This is an optimization exercise on Yosys and OpenROAD, whose aim is small area, not a production implementation.
In this exercise RTL edits were held to simulation tests only and were not proved equivalent to the original.
No driver is modelled on the clock port, so clock power and skew are understated where the tree is cut down; a real chip needs a root buffer or a tree.
No activity file was given, so power comes from the tool's default toggle rates.

--- flow/design.v ---
`default_nettype none
module connect4_top (
	input  logic                 clock,
	input  logic                 reset_n,
	input  logic                 wb_cyc_i,
	input  logic                 wb_stb_i,
	input  logic                 wb_we_i,
	input  logic [2-1:0] wb_adr_i,
	input  logic [8-1:0] wb_dat_i,
	output logic                 wb_ack_o,
	output logic [32-1:0] wb_dat_o,
	input  logic                 pix_ready,
	output logic                 pix_valid,
	output logic [8-1:0]  pix_x,
	output logic [7-1:0]  pix_y,
	output logic [3-1:0] pix_colour
);
	localparam int NC = 7;
	localparam int NR = 7;
	logic       ack_q;
	logic       rd_q;
	logic       move_req;
	logic       new_game;
	logic [2:0] move_col;
	logic       painting;
	logic       req;
	logic       is_move;
	logic       accept;
	assign req     = wb_cyc_i && wb_stb_i && !ack_q;
	assign is_move = wb_we_i && (wb_adr_i == 2'd0);
	assign accept  = req && !(is_move && painting);
	always_ff @(posedge clock) begin
		if (!reset_n) begin
			ack_q    <= 1'b0;
			rd_q     <= 1'b0;
			move_req <= 1'b0;
			new_game <= 1'b0;
		end else begin
			ack_q    <= accept;
			rd_q     <= accept && !wb_we_i && (wb_adr_i == 2'd2);
			move_req <= accept && is_move;
			new_game <= accept && wb_we_i && (wb_adr_i == 2'd1) && (wb_dat_i == 8'd1);
		end
	end
	always_ff @(posedge clock) begin
		if (!ack_q && !painting)
			move_col <= wb_dat_i[2:0] | {3{|wb_dat_i[7:3]}};
	end
	logic              clr;
	logic [5:0]        moves;
	logic [7:0]        illegal;
	logic              go_q;
	logic              go;
	logic              ty;           
	logic [NC-1:0][2:0] g;           
	logic [NC-1:0][NR-1:0] occ;
	logic [NC-1:0][NR-1:0] cb;       
	logic [NC-1:0]     en;           
	logic [2:0]        g_sel;
	logic [2:0]        g_nxt;
	logic              try;
	logic              legal;
	logic              place;
	logic              pv;           
	logic              bad;
	logic              clr_h;
	logic              pend;
	logic              clr_d;
	assign clr = !reset_n || new_game;
	assign clr_h = !reset_n || ((new_game || pend) && !painting);
	always_ff @(posedge clock) begin
		pend  <= reset_n && (new_game || pend) && painting;
		clr_d <= clr_h;
	end
	assign ty  = moves[0];
	assign try = move_req && !go_q;
	assign legal = try && (move_col != 3'd7) && (g_sel != 3'd0);
	assign place = legal;
	for (genvar c = 0; c < NC; c++) begin : gen
		assign en[c] = place && (move_col == 3'(c));
	end
	assign bad   = move_req && !legal;
	assign g_nxt = clr_h ? 3'd7 : g_sel - 1'b1;
	always_comb begin
		g_sel = '0;
		for (int c = 0; c < NC; c++)
			g_sel = g_sel | ({3{move_col == 3'(c)}} & g[c]);
	end
	function automatic logic [7:0] inc8(input logic [7:0] q, input logic e);
		logic t;
		t = e;
		for (int i = 0; i < 8; i++) begin
			inc8[i] = q[i] ^ t;
			t = t & q[i];
		end
	endfunction
	always_ff @(posedge clock) begin
		logic [7:0] m;
		m       = inc8({2'b00, moves}, place);
		moves   <= clr ? 6'd0 : m[5:0];
		illegal <= clr ? 8'd0 : inc8(illegal, bad);
	end
	for (genvar c = 0; c < NC; c++) begin : gcol
		always_ff @(posedge clock) begin
			if (clr_h || en[c])
				g[c] <= g_nxt;
		end
		for (genvar r = 0; r < NR; r++) begin : gcell
			assign occ[c][r] = (g[c] < 3'(NR - r));
			always_ff @(posedge clock) begin
				if (pv || clr_d)
					cb[c][r] <= occ[c][r] && !cb[c][r];
			end
		end
	end
	logic       busy;
	logic [3:0] off;
	logic hit;
	function automatic logic run4(input logic [6:0] x, input int n);
		case (n)
			4: run4 = x[0] & x[1] & x[2] & x[3];
			5: run4 = x[1] & x[2] & x[3] & (x[0] | x[4]);
			6: run4 = x[2] & x[3] & ((x[0] & x[1]) | (x[1] & x[4]) | (x[4] & x[5]));
			default: run4 = x[3] & ((x[1] & x[2] & (x[0] | x[4])) | (x[4] & x[5] & (x[2] | x[6])));
		endcase
	endfunction
	logic [27:0][6:0] lv;
	logic [27:0]      l1;           
	for (genvar i = 0; i < 7; i++) begin : gline
		localparam int S   = i - 3;
		localparam int LEN = 7 - (S < 0 ? -S : S);
		localparam int SH  = S < 0 ? -S : 0;
		for (genvar k = 0; k < 7; k++) begin : gk
			assign lv[i][k]     = cb[k][i];
			assign lv[7 + i][k] = cb[i][k];
			if (k + S >= 0 && k + S < 7) begin : gd
				assign lv[14 + i][k - SH] = cb[k + S][k];
				assign lv[21 + i][k - SH] = cb[k + S][6 - k];
			end
			if (k >= LEN) begin : gz
				assign lv[14 + i][k] = 1'b0;
				assign lv[21 + i][k] = 1'b0;
			end
		end
		assign l1[i]      = run4(lv[i], 7);
		assign l1[7 + i]  = run4(lv[7 + i], 7);
		assign l1[14 + i] = run4(lv[14 + i], LEN);
		assign l1[21 + i] = run4(lv[21 + i], LEN);
	end
	assign hit = |l1;
	logic chk;
	assign chk = busy && (off == 4'd0) && !pend;
	assign go  = go_q || (chk && hit);
	always_ff @(posedge clock) begin
		if (clr)
			go_q <= 1'b0;
		else
			go_q <= go;
	end
	logic       pcol;
	always_ff @(posedge clock) begin
		if (!reset_n) begin
			pv   <= 1'b0;
			busy <= 1'b0;
			off  <= '0;
		end else begin
			pv  <= place;
			if (pv)
				busy <= 1'b1;
			else if (busy && pix_ready && off == 4'hf)
				busy <= 1'b0;
			if (busy && pix_ready)
				off <= off + 1'b1;
		end
	end
	always_ff @(posedge clock) begin
		if (move_req) begin
			pcol <= ty;
		end
	end
	assign painting   = busy || pv;
	assign pix_valid  = busy;
	assign pix_x      = {3'b000, move_col, off[1:0]};
	assign pix_y      = {2'b00, g_sel, off[3:2]};
	assign pix_colour = pcol ? 3'b001 : 3'b100;
	logic [19:0] status;
	assign status = {illegal, moves, go, painting, ty, !ty, go && !ty, go && ty};
	assign wb_ack_o = ack_q;
	assign wb_dat_o = rd_q ? {12'b0, status} : '0;
endmodule
`default_nettype wire
--- flow/flow/run.sh ---
#!/bin/bash
# Standard layout with smaller port buffers, one tie cell per constant, no
# dummy clock loads, gates sized down after floorplan (downsize.tcl) and the
# clock tree's leaves merged pairwise (clock_tree.tcl). Synthesis is the
# standard one.
set -euo pipefail
bash standard.sh \
	BUFFER_PORTS_ARGS="-buffer_cell sky130_fd_sc_hd__buf_1" \
	SKIP_REPAIR_TIE_FANOUT=1 \
	CTS_ARGS="-sink_clustering_enable -repair_clock_nets -dont_use_dummy_load" \
	POST_FLOORPLAN_TCL="$(pwd)/flow/downsize.tcl" \
	POST_CTS_TCL="$(pwd)/flow/clock_tree.tcl" \
	finish > standard_flow.log 2>&1
--- flow/flow/clock_tree.tcl ---
# Run after CTS: merge the leaf clock buffers pairwise, neighbours by
# position, so half as many leaves, each a clkbuf_16, drive twice the
# flip-flops; each leaf moves to the middle of its flip-flops.
set block [ord::get_db_block]
set db [ord::get_db]
set leaves {}
foreach inst [$block getInsts] {
  set name [$inst getName]
  if { [string match clkbuf_*_clock $name] && $name ne "clkbuf_0_clock" } {
    lassign [$inst getLocation] x y
    lappend leaves [list $inst $x $y]
  }
}
proc pairs { items } {
  # split by x into halves, each by y into halves, recursively down to pairs
  set n [llength $items]
  if { $n <= 2 } { return [list $items] }
  set sx [lsort -integer -index 1 $items]
  set h [expr { $n / 2 }]
  set out {}
  foreach half [list [lrange $sx 0 [expr { $h - 1 }]] [lrange $sx $h end]] {
    set sy [lsort -integer -index 2 $half]
    set m [llength $sy]
    if { $m <= 2 } { lappend out $sy; continue }
    set q [expr { $m / 2 }]
    lappend out [lrange $sy 0 [expr { $q - 1 }]] [lrange $sy $q end]
  }
  return $out
}
set removed 0
foreach grp [pairs $leaves] {
  set keep [lindex $grp 0 0]
  set knet [[$keep findITerm X] getNet]
  foreach item [lrange $grp 1 end] {
    set inst [lindex $item 0]
    set onet [[$inst findITerm X] getNet]
    foreach it [$onet getITerms] {
      if { [$it getInst] ne $inst } {
        $it disconnect
        $it connect $knet
      }
    }
    [$inst findITerm A] disconnect
    [$inst findITerm X] disconnect
    odb::dbInst_destroy $inst
    odb::dbNet_destroy $onet
    incr removed
  }
  set sx 0; set sy 0; set n 0
  foreach it [$knet getITerms] {
    if { [$it getInst] ne $keep } {
      lassign [[$it getInst] getLocation] x y
      incr sx $x; incr sy $y; incr n
    }
  }
  if { $n > 0 } { $keep setLocation [expr { $sx / $n }] [expr { $sy / $n }] }
  $keep swapMaster [$db findMaster sky130_fd_sc_hd__clkbuf_16]
}
puts "clock_tree.tcl: removed $removed leaf buffers"
detailed_placement
check_placement -verbose
--- flow/flow/downsize.tcl ---
# Run after floorplan: synthesis sized some gates up, which the slack at this
# clock period does not need; take each combinational gate down to the
# smallest size of its function. Later repair steps size up again where a
# slew, load or timing limit asks for it.
set db [ord::get_db]
set block [ord::get_db_block]
set n 0
foreach inst [$block getInsts] {
  set m [$inst getMaster]
  if { ![regexp {^(sky130_fd_sc_hd__)([a-z0-9]+)_([0-9]+)$} [$m getName] -> pre fn sz] } {
    continue
  }
  if { [regexp {^(df|edf|sdf|dl|clk|tap|conb|fill|decap|diode|lpflow|buf|ebuf|einv)} $fn] } {
    continue
  }
  set best $m
  foreach s {0 1 2 4} {
    set cand [$db findMaster ${pre}${fn}_$s]
    if { $cand != "NULL" && $cand != "" && [$cand getWidth] < [$best getWidth] } {
      set best $cand
    }
  }
  if { $best != $m } {
    $inst swapMaster $best
    incr n
  }
}
puts "downsize.tcl: $n gates sized down"
--- flow/standard.sh ---
#!/bin/bash
# synth_recipe.tcl (not shown) runs the flow's synth.tcl, then flattens the netlist and writes it again
# the make line also repeats each setting of config.mk as NAME=value (left out here)
make -C /OpenROAD-flow-scripts/flow DESIGN_CONFIG=/design/flow/config.mk WORK_HOME=/design/flow/orfs CLKGATE_MAP_FILE= SYNTH_SCRIPT=/design/flow/synth_recipe.tcl "${@:-finish}"
--- flow/config.mk ---
export PLATFORM = sky130hd
export DESIGN_NAME = connect4_top
export DESIGN_NICKNAME = connect4_top
export VERILOG_FILES = /design/flow/design.v
export SDC_FILE = /design/flow/constraint.sdc
export NUM_CORES = 4
export LEC_CHECK = 0
export CAP_MARGIN = 20
export CORE_MARGIN = 2
export CORE_UTILIZATION = 70
export SLEW_MARGIN = 20
--- flow/constraint.sdc ---
create_clock -name core_clock -period 10.0 [get_ports {clock}]
set_input_delay 2.0000 -clock core_clock [delete_from_list [all_inputs] [get_ports {clock}]]
set_output_delay 2.0000 -clock core_clock [all_outputs]
set_load 0.01 [all_outputs]
==> flow_summary.toml, run 1 <==
[status]
status = "timing/DRC/antenna clean"

[sta]
tightest_slew_ps = 935.5
max_freq_ghz = 0.2132
max_slew_margin_pct = 37.06
hold_viol = 0
rsz0062_at_grt = "false"
hold_slack_ps = 483.2
min_period_over_period_pct = 46.90
skew_ps = 12.31
setup_violations = 0
period_minus_slack_ps = 4690
drv_slew = 0
finalSetupTns_ps = 0

[critical_path]
cp_data_required_time_ps = 8000
crit_end = "wb_dat_o[0]"
cp.arrival_ps = 2690
path_class = "flop to output port"
critical_path.startpoint_type = "flop"
reg2reg_to = "illegal[6]$_SDFF_PP0_"
end_kind = "output port"
worstReg2RegStart = "move_col[1]$_DFFE_PP_"
worstSetupStartpoint = "cb[29]$_DFFE_PP_"
worstPathMaxFanout = 8
regToRegSetupSlack_ps = 5860
reg2reg_depth = 18

[global_route]
grt_pass1_wl_um = 16480
grt_pass1_vias = 3275
gr-total-overflow = 0
grt_usage_pct = 28.35
antenna_found_initial = 0
grt_start_max_net_pins = 50

[logic_synthesis]
yosys_most_used_dff = "edfxtp_1"
synthesis.area_mm2 = 0.004893
yosys.area.top_type = "edfxtp_1"
syn_nets = 479
synth_top_area_share_pct = 45.41
ys.warnings.count = 1
synthCells = 447
synthArstFlopShare_pct = 0
synth_seq_cells = 101
avgSynthCellArea_um2 = 10.95
yosys-top-cells-area = "edfxtp_1, dfxtp_1, ha_1"
ys_seq_area_share_pct = 56.46
synth_edf_count = 74
ys_types = 54

[job]
cap_violations = 0

[die]
rows = 30
io_pins = 68
core_mm2 = 0.006794
fp.dieW_um = 87.61
die_h_um = 87.61
start_util_pct = 72.03
die_area_mm2 = 0.007676

[detailed_routing]
drtAntennaViolNets = 0
drc = 0
drtPass1Iterations = 6
detailroute.via_count = 3563
viasPerCell = 6.363
routed_wl_um = 10280
first_iter_violations = 278
wl_per_cell_um = 18.36

[clock_tree]
numClockSinks = 101
path_clk_slew_ps = 100
clock_latency_ps = 350

[cells_and_area]
antennaDiodeCount = 0
areaGrowthSynthToFinish_pct = 3.094
instances_no_fill = 560
final_cell_mix = "edfxtp_1, buf_1, nand2_1"
drive_gt1_share_pct = 2.155
final_common_cell = "edfxtp_1"
nets = 498
nFillCells = 457

[place]
placedCellCount = 555
port-buffer-count = 49
dp_hpwl_um = 7524
gp_congestion = 1.034

[power]
leakagePower_nw = 1.813
p_sw_share_pct = 22.09
p_sw_mw = 0.1575
intPower_mw = 0.5552
p_total_mw = 0.7127
p_comb_share_pct = 4.8
pwr-share-seq_pct = 67.6
power_density_mw_per_mm2 = 141.3
p_clk_share_pct = 27.6
ir_drop_uv = 103.3

[hold_path]
hold_start = "move_req$_SDFF_PN0_"
hold_class = "flop to flop"
sequential cells by signal, indices dropped and copies added (netlist names), 3 cells and up:
signal and flops:
cb 49, g 21, illegal 8, moves 6
off 4, move_col 3
worst max-delay path, stage by stage (launching register included):
cell and delay (ps):
edfxtp_1 510, o21ai_0 210, nand2_1 100, a311oi_1 310, o2111ai_1 160, nor4_1 780, nor2_1 110, buf_1 160
metal layers:
layer  vias up  global-route usage (%)  share of wire, %
met5         -                       0                 0
met1      1673                   36.63                40
li1       1662                       -                 -
met3        49                   6.598               7.7
met2       179                   45.73                48
met4         0                   13.29               4.4
cell type report:
cell class	instances	area [um^2]	area share (%)
Sequential cell	101	2763	54.76
Multi-Input combinational cell	298	1823	36.14
Timing Repair Buffer	49	183.9	3.646
Tap cell	96	120.1	2.381
Clock buffer	5	113.9	2.257
Inverter	11	41.29	0.8185
power groups by stage:
stage	combinational, mW	sequential, mW	clock, mW
2_1_floorplan	0.0353	0.481	0
3_3_place_gp	0.0327	0.490	0
3_5_place_dp	0.0339	0.491	0
5_1_grt	0.0389	0.483	0.213
6_report	0.0344	0.482	0.197
synth_stat cells (3+ instances only):
library cell / number
edfxtp_1: 74
nand2_1: 43
nor2_1: 35
and2_1: 29
dfxtp_1: 27
buf_4: 20
nand3_1: 20
o21ai_0: 17
ha_1: 16
clkbuf_1: 14
a21oi_1: 13
a31oi_1: 11
nor3_1: 11
inv_1: 10
o211ai_1: 9
o21ai_1: 8
a211oi_1: 7
nor4_1: 7
nor2b_1: 6
o21a_1: 6
a21boi_1: 5
nand2b_1: 5
nand4_1: 4
xnor2_1: 4
a21boi_0: 3
mux2i_1: 3
o221ai_1: 3
o31ai_1: 3
or3_1: 3
kinds of logic after synthesis:
| kind of cell | count (synthesis) | share of synthesized area [%] |
|---|---|---|
| simple gates | 175 | 18.49 |
| other cells | 1 | 0.07663 |
| xor+xnor | 4 | 0.7159 |
| flops | 101 | 56.46 |
| buf+inv | 48 | 5.548 |
| compound gates | 96 | 12.86 |
| mux | 6 | 1.764 |
| fa+ha+maj | 16 | 4.091 |
through the flow:
| step | setup slack (ps) | util [%] | instance area (um^2) |
|---|---|---|---|
| final | 5310 | 74.25 | 5045 |
| after global routing | 5100 | 74.25 | 5045 |
| after detailed placement | 5750 | 72.54 | 4928 |
| after global placement | 5837 | 72.54 | 4928 |
| after floorplan | 6105 | - | 4893 |
how the worst min path moves through the flow:
| stage | endpoint | slack (ps) | cells past startpoint |
|---|---|---|---|
| 2_1_floorplan | pcol$_DFFE_PP_ | 440 | 0 |
| 3_3_place_gp | pcol$_DFFE_PP_ | 470 | 0 |
| 3_5_place_dp | pcol$_DFFE_PP_ | 470 | 0 |
| 5_1_grt | pcol$_DFFE_PP_ | 500 | 0 |
| 6_report | pcol$_DFFE_PP_ | 480 | 0 |
==> run 2: changes to the inputs <==
--- a/flow/flow/run.sh
+++ b/flow/flow/run.sh
@@ -3,3 +3,3 @@
 # dummy clock loads, gates sized down after floorplan (downsize.tcl) and the
-# clock tree's leaves merged pairwise (clock_tree.tcl). Synthesis is the
+# clock tree cut to four leaf buffers on the clock port (clock_tree.tcl). Synthesis is the
 # standard one.
--- a/flow/flow/clock_tree.tcl
+++ b/flow/flow/clock_tree.tcl
@@ -2,3 +2,4 @@
 # position, so half as many leaves, each a clkbuf_16, drive twice the
-# flip-flops; each leaf moves to the middle of its flip-flops.
+# flip-flops; each leaf moves to the middle of its flip-flops. The four
+# leaves then take the clock from the port, in place of the root buffer.
 set block [ord::get_db_block]
@@ -58,3 +59,16 @@
 }
-puts "clock_tree.tcl: removed $removed leaf buffers"
+set root [$block findInst clkbuf_0_clock]
+set rootnet [[$root findITerm X] getNet]
+set portnet [[$root findITerm A] getNet]
+foreach it [$rootnet getITerms] {
+  if { [$it getInst] ne $root } {
+    $it disconnect
+    $it connect $portnet
+  }
+}
+[$root findITerm A] disconnect
+[$root findITerm X] disconnect
+odb::dbInst_destroy $root
+odb::dbNet_destroy $rootnet
+puts "clock_tree.tcl: removed $removed leaf buffers and the root buffer"
 detailed_placement
==> run 2 against run 1 <==
Global-route usage decreased by 0.36 points. Worst hold slack improved by 3.7 ps. Wire length decreased by 0.30%. Cell area decreased by 0.27%. Largest power group unchanged. Register-to-register slack about the same. Fmax increased by 3.9%. Synthesized cell count unchanged.
==> flow_summary.toml, run 2 <==
[status]
status = "timing/DRC/antenna clean"

[logic_synthesis]
synthesis.area_mm2 = 0.004893
synth_common_cells = "edfxtp_1, nand2_1, nor2_1"
avgSynthCellArea_um2 = 10.95
yosys.area.top_type = "edfxtp_1"
ys.warnings.count = 1
ys_seq_area_share_pct = 56.46
synthArstFlopShare_pct = 0
synth_edf_count = 74
ys_types = 54
yosys-top-cells-area = "edfxtp_1, dfxtp_1, ha_1"
synth_top_area_share_pct = 45.41
yosys_most_used_dff = "edfxtp_1"
syn_nets = 479
synth_most_common_cell = "edfxtp_1"
synthCells = 447
synth_seq_cells = 101

[critical_path]
path_cells = "o21ai_0 > nand2_1 > a311oi_1 > o2111ai_1 > nor4_1 > nor2_1 > buf_1"
worstSetupStartpoint = "cb[29]$_DFFE_PP_"
cp.arrival_ps = 2520
crit_cells = 7
reg2reg_depth = 18
regToRegSetupSlack_ps = 5860
reg2reg_to = "illegal[6]$_SDFF_PP0_"
path_class = "flop to output port"
crit_end = "wb_dat_o[0]"
critPathSlowestCell = "nor4_1"
cp_data_required_time_ps = 8000
critPathTopFamily = "simple AND/OR/NAND/NOR gates"
critical_path_buf_inv_count = 1
worstPathMaxFanout = 8
critical_path.startpoint_type = "flop"
end_kind = "output port"
slowest_delay_ps = 800
worstReg2RegStart = "move_col[1]$_DFFE_PP_"

[power]
ir_drop_uv = 102.9
leakagePower_nw = 1.806
p_sw_share_pct = 20.46
p_comb_share_pct = 5.0
power_density_mw_per_mm2 = 136.7
intPower_mw = 0.5473
p_clk_share_pct = 25.0
p_sw_mw = 0.1407
pwr-share-seq_pct = 70.0

[clock_tree]
path_clk_slew_ps = 100
clock_latency_ps = 160
numClockSinks = 101

[die]
fp.dieW_um = 87.61
die_area_mm2 = 0.007676
rows = 30
io_pins = 68
start_util_pct = 72.03
core_mm2 = 0.006794
die_h_um = 87.61

[job]
cap_violations = 0

[detailed_routing]
drtPass1Iterations = 7
routed_wl_um = 10250
first_iter_violations = 313
detailroute.via_count = 3548
drtAntennaViolNets = 0
viasPerCell = 6.347
drc = 0
wl_per_cell_um = 18.33

[place]
port-buffer-count = 49
place_area_mm2 = 0.004928
gp_congestion = 1.034
dp_hpwl_um = 7524
place_ws_ps = 5750

[sta]
hold_viol = 0
finalSetupTns_ps = 0
max_slew_margin_pct = 36.05
hold_slack_ps = 486.9
min_period_over_period_pct = 45.16
period_minus_slack_ps = 4516
skew_ps = 9.924
drv_slew = 0
setup_violations = 0
rsz0062_at_grt = "false"
max_freq_ghz = 0.2215
tightest_slew_ps = 950.5
setup_slack_ps = 5484

[cells_and_area]
stdcell_area_mm2 = 0.005031
nFillCells = 460
final_util_pct = 74.05
nets = 497
regMostFlops = "cb"
final_common_cell = "edfxtp_1"
reg_top3 = "cb (49), g (21), illegal (8)"
largest_reg_flops = 49
drive_gt1_share_pct = 1.944
antennaDiodeCount = 0
areaGrowthSynthToFinish_pct = 2.813
final_cell_mix = "edfxtp_1, buf_1, nand2_1"

[global_route]
grt_pass1_wl_um = 16420
grt_start_max_net_pins = 50
gr-total-overflow = 0
antenna_found_initial = 0
grt_usage_pct = 27.99
grt_pass1_vias = 3264

[hold_path]
hold_class = "flop to flop"
min_path_cells = 0
-- run 2: cell count changes in the layout (fill, tap and decap cells not counted), sizes merged --
cell | previous run | this run
clkbuf | 5 | 4
-- run 2: power by group through the flow --
stage | clock, mW | combinational, mW | sequential, mW
floorplan | 0 | 0.0353 | 0.481
global placement | 0 | 0.0327 | 0.490
detailed placement | 0 | 0.0339 | 0.491
global route | 0.186 | 0.0389 | 0.483
finish | 0.172 | 0.0343 | 0.482
-- run 2: logic make-up (layout without fill, tap and decap cells) --
family	Yosys count	count (layout)	share of synthesized area, %
xor gates and xnor gates	4	4	0.7159
muxes	6	6	1.764
and+or+nand+nor	175	175	18.49
buffers and inverters	48	64	5.548
AOI/OAI and AO/OA	96	96	12.86
other	1	1	0.07663
adders and majority gates	16	16	4.091
DFF	101	101	56.46
-- run 2: routing by layer --
layer	vias up	part of all wire, %	track usage [%]
li1	1660	-	-
met1	1641	40	36.63
met2	210	47	45.73
met3	37	8.8	5.749
met4	0	4.1	12.03
met5	-	0	0
-- run 2: worst min path at each step --
stage	slack (ps)	startpoint	end
3_3_place_gp	470	move_req$_SDFF_PN0_	pcol$_DFFE_PP_
2_1_floorplan	440	move_req$_SDFF_PN0_	pcol$_DFFE_PP_
5_1_grt	500	move_req$_SDFF_PN0_	pcol$_DFFE_PP_
3_5_place_dp	470	move_req$_SDFF_PN0_	pcol$_DFFE_PP_
6_report	490	move_req$_SDFF_PN0_	pcol$_DFFE_PP_
-- run 2: cell type report --
type | count | area (um^2) | area share (%)
inverters | 11 | 41.29 | 0.8207
well taps | 96 | 120.1 | 2.387
flip-flops and latches | 101 | 2763 | 54.91
multi-input cells | 298 | 1823 | 36.23
repair buffers | 49 | 183.9 | 3.656
clock buffers | 4 | 100.1 | 1.990
-- run 2: through the flow --
| step | std cells | power (mW) |
|---|---|---|
| final | 559 | 0.6880 |
| after global routing | 559 | 0.7083 |
| after detailed placement | 555 | 0.5245 |
| after global placement | 555 | 0.5232 |
| after floorplan | 447 | 0.5158 |
==> run 3: changes to the inputs <==
--- a/flow/flow/run.sh
+++ b/flow/flow/run.sh
@@ -3,4 +3,4 @@
 # dummy clock loads, gates sized down after floorplan (downsize.tcl) and the
-# clock tree cut to four leaf buffers on the clock port (clock_tree.tcl). Synthesis is the
-# standard one.
+# clock tree cut to four leaf buffers on the clock port (clock_tree.tcl).
+# Synthesis is the standard one.
 set -euo pipefail
==> run 3 against run 2 <==
Still clean on timing, DRC and antenna. Sequential cell count is the same. Non-clock buffer count is the same. Synthesized cell count is the same. Setup slack is the same. First-iteration DRC count is the same. Via count is the same. Critical path depth is the same. Register-to-register slack is essentially flat. Total power is the same. Sequential share of layout area is the same. Cell area is the same. Critical path type unchanged. Critical endpoint unchanged.
==> flow_summary.toml, run 3 <==
[critical_path]
cp.arrival_ps = 2520
reg2reg_depth = 18
end_kind = "output port"
worstReg2RegStart = "move_col[1]$_DFFE_PP_"
cp_data_required_time_ps = 8000
regToRegSetupSlack_ps = 5860
worstPathMaxFanout = 8
reg2reg_to = "illegal[6]$_SDFF_PP0_"
worstSetupStartpoint = "cb[29]$_DFFE_PP_"
critical_path.startpoint_type = "flop"
path_class = "flop to output port"

[detailed_routing]
drc = 0
wl_per_cell_um = 18.33
viasPerCell = 6.347
routed_wl_um = 10250
detailroute.via_count = 3548
first_iter_violations = 313
drtPass1Iterations = 7
drtAntennaViolNets = 0

[sta]
tightest_slew_ps = 950.5
hold_viol = 0
period_minus_slack_ps = 4516
setup_violations = 0
rsz0062_at_grt = "false"
max_slew_margin_pct = 36.05
min_period_over_period_pct = 45.16
drv_slew = 0
skew_ps = 9.924
finalSetupTns_ps = 0
max_freq_ghz = 0.2215
hold_slack_ps = 486.9

[power]
pwr-share-seq_pct = 70.0
p_sw_mw = 0.1407
p_clk_share_pct = 25.0
intPower_mw = 0.5473
ir_drop_uv = 102.9
leakagePower_nw = 1.806
p_sw_share_pct = 20.46
power_density_mw_per_mm2 = 136.7
p_comb_share_pct = 5.0

[job]
cap_violations = 0

[hold_path]
whs_endpoint = "pcol$_DFFE_PP_"
hold_start = "move_req$_SDFF_PN0_"
min_path_cells = 0
hold_class = "flop to flop"

[logic_synthesis]
synth_common_cells = "edfxtp_1, nand2_1, nor2_1"
avgSynthCellArea_um2 = 10.95
ys_seq_area_share_pct = 56.46
synthCells = 447
synthesis.area_mm2 = 0.004893
synth_edf_count = 74
synth_seq_cells = 101
yosys_most_used_dff = "edfxtp_1"
synthArstFlopShare_pct = 0
synth_most_common_cell = "edfxtp_1"
ys.warnings.count = 1
syn_nets = 479
yosys-top-cells-area = "edfxtp_1, dfxtp_1, ha_1"
synth_top_area_share_pct = 45.41
ys_types = 54
yosys.area.top_type = "edfxtp_1"

[place]
placedCellCount = 555
port-buffer-count = 49
dp_hpwl_um = 7524
gp_congestion = 1.034

[die]
fp.dieW_um = 87.61
start_util_pct = 72.03
io_pins = 68
rows = 30
die_h_um = 87.61
core_mm2 = 0.006794
die_area_mm2 = 0.007676

[global_route]
grt_start_max_net_pins = 50
antenna_found_initial = 0
gr-total-overflow = 0
grt_pass1_vias = 3264
grt_usage_pct = 27.99
grt_pass1_wl_um = 16420

[cells_and_area]
nets = 497
drive_gt1_share_pct = 1.944
final_cell_mix = "edfxtp_1, buf_1, nand2_1"
largest_reg_flops = 49
reg_top3 = "cb (49), g (21), illegal (8)"
antennaDiodeCount = 0
instances_no_fill = 559
final_common_cell = "edfxtp_1"
regMostFlops = "cb"
nFillCells = 460
areaGrowthSynthToFinish_pct = 2.813

[clock_tree]
path_clk_slew_ps = 100
clock_latency_ps = 160
numClockSinks = 101

[status]
status = "timing/DRC/antenna clean"
## run 3: cell counts in the layout (fill, tap and decap cells not counted)
Identical to the previous run, type by type.
## run 3: routing by layer
metal / GRT usage, % / share of wire, % / up-vias
met3: 5.749 / 8.8 / 37
met5: 0 / 0 / -
met4: 12.03 / 4.1 / 0
met1: 36.63 / 40 / 1641
met2: 45.73 / 47 / 210
li1: - / - / 1660
## run 3: logic make-up (layout without fill, tap and decap cells)
kind of cell	after synthesis	in the layout	synth area share (%)
xor gates and xnor gates	4	4	0.7159
DFF	101	101	56.46
adders and majority gates	16	16	4.091
muxes	6	6	1.764
other	1	1	0.07663
AOI/OAI and AO/OA	96	96	12.86
and+or+nand+nor	175	175	18.49
buffers and inverters	48	64	5.548
## run 3: cell type report
cell class	instances	area (um^2)	share of cell area (%)
tap	96	120.1	2.387
multi-input combinational	298	1823	36.23
timing repair buffer	49	183.9	3.656
sequential	101	2763	54.91
inverter	11	41.29	0.8207
clock buffer	4	100.1	1.990
## run 3: how the worst max path moves through the flow
stage,to,cells past startpoint
final,wb_dat_o[0],7
after global routing,wb_dat_o[5],7
after detailed placement,wb_dat_o[0],7
after global placement,wb_dat_o[5],7
after floorplan,illegal[6]$_SDFF_PP0_,19
## run 3: worst max-delay path, stage by stage, from the launching register on
cell and delay, ps:
edfxtp_1 510, o21ai_0 200, nand2_1 110, a311oi_1 310
o2111ai_1 160, nor4_1 800, nor2_1 110, buf_1 160
## run 3: through the flow
stage	power [mW]	cell area (um^2)	util [%]	setup slack, ps
floorplan	0.5158	4893	-	6105
global placement	0.5232	4928	72.54	5837
detailed placement	0.5245	4928	72.54	5750
global route	0.7083	5031	74.05	5303
finish	0.6880	5031	74.05	5484
## run 3: power groups by stage
stage	Clock, mW	Combinational (mW)	Sequential [mW]
floorplan	0	0.0353	0.481
global placement	0	0.0327	0.490
detailed placement	0	0.0339	0.491
global route	0.186	0.0389	0.483
finish	0.172	0.0343	0.482
==> run 4: changes to the inputs <==
--- a/flow/design.v
+++ b/flow/design.v
@@ -123,3 +123,3 @@
 			6: run4 = x[2] & x[3] & ((x[0] & x[1]) | (x[1] & x[4]) | (x[4] & x[5]));
-			default: run4 = x[3] & ((x[1] & x[2] & (x[0] | x[4])) | (x[4] & x[5] & (x[2] | x[6])));
+			default: run4 = (x[3] & x[4] & ((x[1] & x[2]) | (x[5] & x[6]))) | (x[2] & x[3] & ((x[0] & x[1]) | (x[4] & x[5])));
 		endcase
@@ -164,3 +164,2 @@
 			busy <= 1'b0;
-			off  <= '0;
 		end else begin
@@ -171,5 +170,7 @@
 				busy <= 1'b0;
-			if (busy && pix_ready)
-				off <= off + 1'b1;
 		end
+		if (!busy)
+			off <= '0;
+		else if (pix_ready)
+			off <= off + 1'b1;
 	end
==> run 4 against run 3 <==
Via count grew 2.1%. Register-to-register slack got worse by 230 ps. Critical path type unchanged. Combinational power grew 2%. Critical endpoint is now wb_dat_o[5]. Largest power group unchanged. Wire length is 11% higher.
==> flow_summary.toml, run 4 <==
[status]
status = "timing/DRC/antenna clean"

[die]
fp.dieW_um = 87.34
rows = 30
die_area_mm2 = 0.007628
core_mm2 = 0.006756
io_pins = 68
die_h_um = 87.34
start_util_pct = 71.96

[job]
cap_violations = 0

[place]
place_area_mm2 = 0.004893
gp_congestion = 1.018
dp_hpwl_um = 8164
place_ws_ps = 5689
placedCellCount = 529
port-buffer-count = 49

[logic_synthesis]
synth_most_common_cell = "edfxtp_1"
ys_seq_area_share_pct = 56.82
ys_types = 51
synth_seq_cells = 101
syn_nets = 468
synth_top_area_share_pct = 45.70
yosys-top-cells-area = "edfxtp_1, dfxtp_1, ha_1"
yosys_most_used_dff = "edfxtp_1"
synthesis.area_mm2 = 0.004862
synth_edf_count = 74
synth_common_cells = "edfxtp_1, and2_1, nand2_1, nor2_1, dfxtp_1"
yosys.area.top_type = "edfxtp_1"
ys.warnings.count = 1
avgSynthCellArea_um2 = 11.15
synthCells = 436
synthArstFlopShare_pct = 0

[detailed_routing]
viasPerCell = 6.795
drtPass1Iterations = 5
first_iter_violations = 259
detailroute.via_count = 3622
drc = 0
routed_wl_um = 11350
wl_per_cell_um = 21.29
drtAntennaViolNets = 0

[global_route]
grt_start_max_net_pins = 50
grt_use_met3_pct = 4.834
grt_usage_pct = 30.11
gr-total-overflow = 0
grt_pass1_wl_um = 17380
antenna_found_initial = 0
grt_use_met2_pct = 52.00
use_met1_pct = 39.32
grt_pass1_vias = 3362
top_usage_layer = "met2"

[sta]
hold_viol = 0
max_freq_ghz = 0.2186
rsz0062_at_grt = "false"
max_slew_margin_pct = 39.36
skew_ps = 22.57
tightest_slew_ps = 901.3
setup_violations = 0
min_period_over_period_pct = 45.75
period_minus_slack_ps = 4575
finalSetupTns_ps = 0
setup_slack_ps = 5425
drv_slew = 0
hold_slack_ps = 521.3

[critical_path]
worstPathMaxFanout = 10
critPathTopFamily = "compound AO/OA/AOI/OAI gates"
critical_path.startpoint_type = "flop"
critPathSlowestCell = "nor4_1"
critical_path_buf_inv_count = 1
slowest_delay_ps = 700
cp_data_required_time_ps = 8000
end_kind = "output port"
cp.arrival_ps = 2570
path_cells = "o21ai_0 > nand2_1 > a222oi_1 > a21boi_1 > nor4_1 > a21oi_1 > buf_1"
path_class = "flop to output port"

[cells_and_area]
final_util_pct = 73.94
areaGrowthSynthToFinish_pct = 2.753
antennaDiodeCount = 0
final_common_cell = "edfxtp_1"
drive_gt1_share_pct = 1.545
largest_reg_flops = 49
stdcell_area_mm2 = 0.004996
nets = 487
reg_top3 = "cb (49), g (21), illegal (8)"
regMostFlops = "cb"
final_cell_mix = "edfxtp_1, buf_1, nor2_1"
instances_no_fill = 533

[power]
leakagePower_nw = 1.738
ir_drop_uv = 122.3
power_density_mw_per_mm2 = 138.6
p_total_mw = 0.6927

[clock_tree]
numClockSinks = 101
path_clk_slew_ps = 110
clock_latency_ps = 170

[hold_path]
hold_class = "flop to flop"
==> run 4: cell types whose count changed after synthesis, sizes merged, moves of 4 or more <==
cell,before,now
nand2,43,30
nor2,35,31
a22oi,3,7
a21oi,13,19
o211ai,9,5
nand3,20,13
==> run 4: worst register-to-register path, delay by kind of cell (launching register included) <==
family | cells | cell delay, ps
flip-flops | 1 | 770
XOR/XNOR | 1 | 160
buffers and inverters | 2 | 170
multiplexers | 1 | 180
adder cells (fa/ha/maj) | 9 | 1690
AO/OA/AOI/OAI | 3 | 680
AND/OR/NAND/NOR | 4 | 620
==> run 4: area by class of cell <==
type	count	area [um^2]
Sequential cell	101	2763
Inverter	11	41.29
Timing Repair Buffer	49	183.9
Tap cell	80	100.1
Multi-Input combinational cell	288	1808
Clock buffer	4	100.1
Fill cell	489	1760
==> run 4: metal layers <==
layer,share of wire (%),up-vias
li1,-,1639
met1,39,1739
met2,51,212
met3,8.1,32
met4,2.5,0
met5,0,-
==> run 4: report_power, final <==
| group | switching (mW) | internal, mW | leakage, nW | total (mW) |
|---|---|---|---|---|
| Clock | 0.101 | 0.0736 | 0.0493 | 0.174 |
| Combinational | 0.0224 | 0.0124 | 0.780 | 0.0349 |
| Sequential | 0.0217 | 0.462 | 0.909 | 0.483 |
| Total | 0.145 | 0.548 | 1.74 | 0.693 |
==> run 4: path summary, 6_finish.rpt <==
path	startpoint	endpoint	slack, ps	depth (start not counted)
worst max-delay path	cb[32]$_DFFE_PP_	wb_dat_o[5]	5430	7
worst min-delay path	move_req$_SDFF_PN0_	pcol$_DFFE_PP_	520	0
worst max register to register	move_col[2]$_DFFE_PP_	illegal[7]$_SDFF_PP0_	5630	20
worst min register to register	move_req$_SDFF_PN0_	pcol$_DFFE_PP_	520	0
==> run 4: kinds of logic after synthesis <==
logic type / count (synthesis) / share of synthesized area, %
compound gates: 105 / 13.79
xor+xnor: 5 / 0.9006
fa+ha+maj: 16 / 4.117
buf+inv: 47 / 5.558
flops: 101 / 56.82
mux: 6 / 1.750
other cells: 1 / 0.07713
simple gates: 155 / 16.98

re-timing with driven ports:
Ports are ideal in the flow. The routed layouts listed here were re-timed in OpenROAD. Step 1: set_driving_cell puts a clkbuf_16 on clock and a buf_2 on each other input, an assumption about the parent block. Step 2 adds t to the input delays and takes it off the output delays; t is the mean of the earliest and latest rising clock arrival at the registers after step 1. Input paths then give back, and output paths get back, about the clock's delay inside the block. a / b / c = ideal / step 1 / step 2; a / b = the first two.
run	t, ns	slack for setup (ns)	hold WS [ns]	clock arrival spread, ns	cell pins on the clock port's net
run 1	0.379	5.310 / 5.279 / 5.658	0.483 / 0.483 / 0.483	0.014 / 0.014	1
run 2	0.233	5.484 / 5.405 / 5.639	0.487 / 0.487 / 0.487	0.010 / 0.011	4
run 3	0.233	5.484 / 5.405 / 5.639	0.487 / 0.487 / 0.487	0.010 / 0.011	4
run 4	0.232	5.425 / 5.350 / 5.583	0.521 / 0.521 / 0.521	0.023 / 0.023	4
After both steps setup and hold are still met in every run listed.
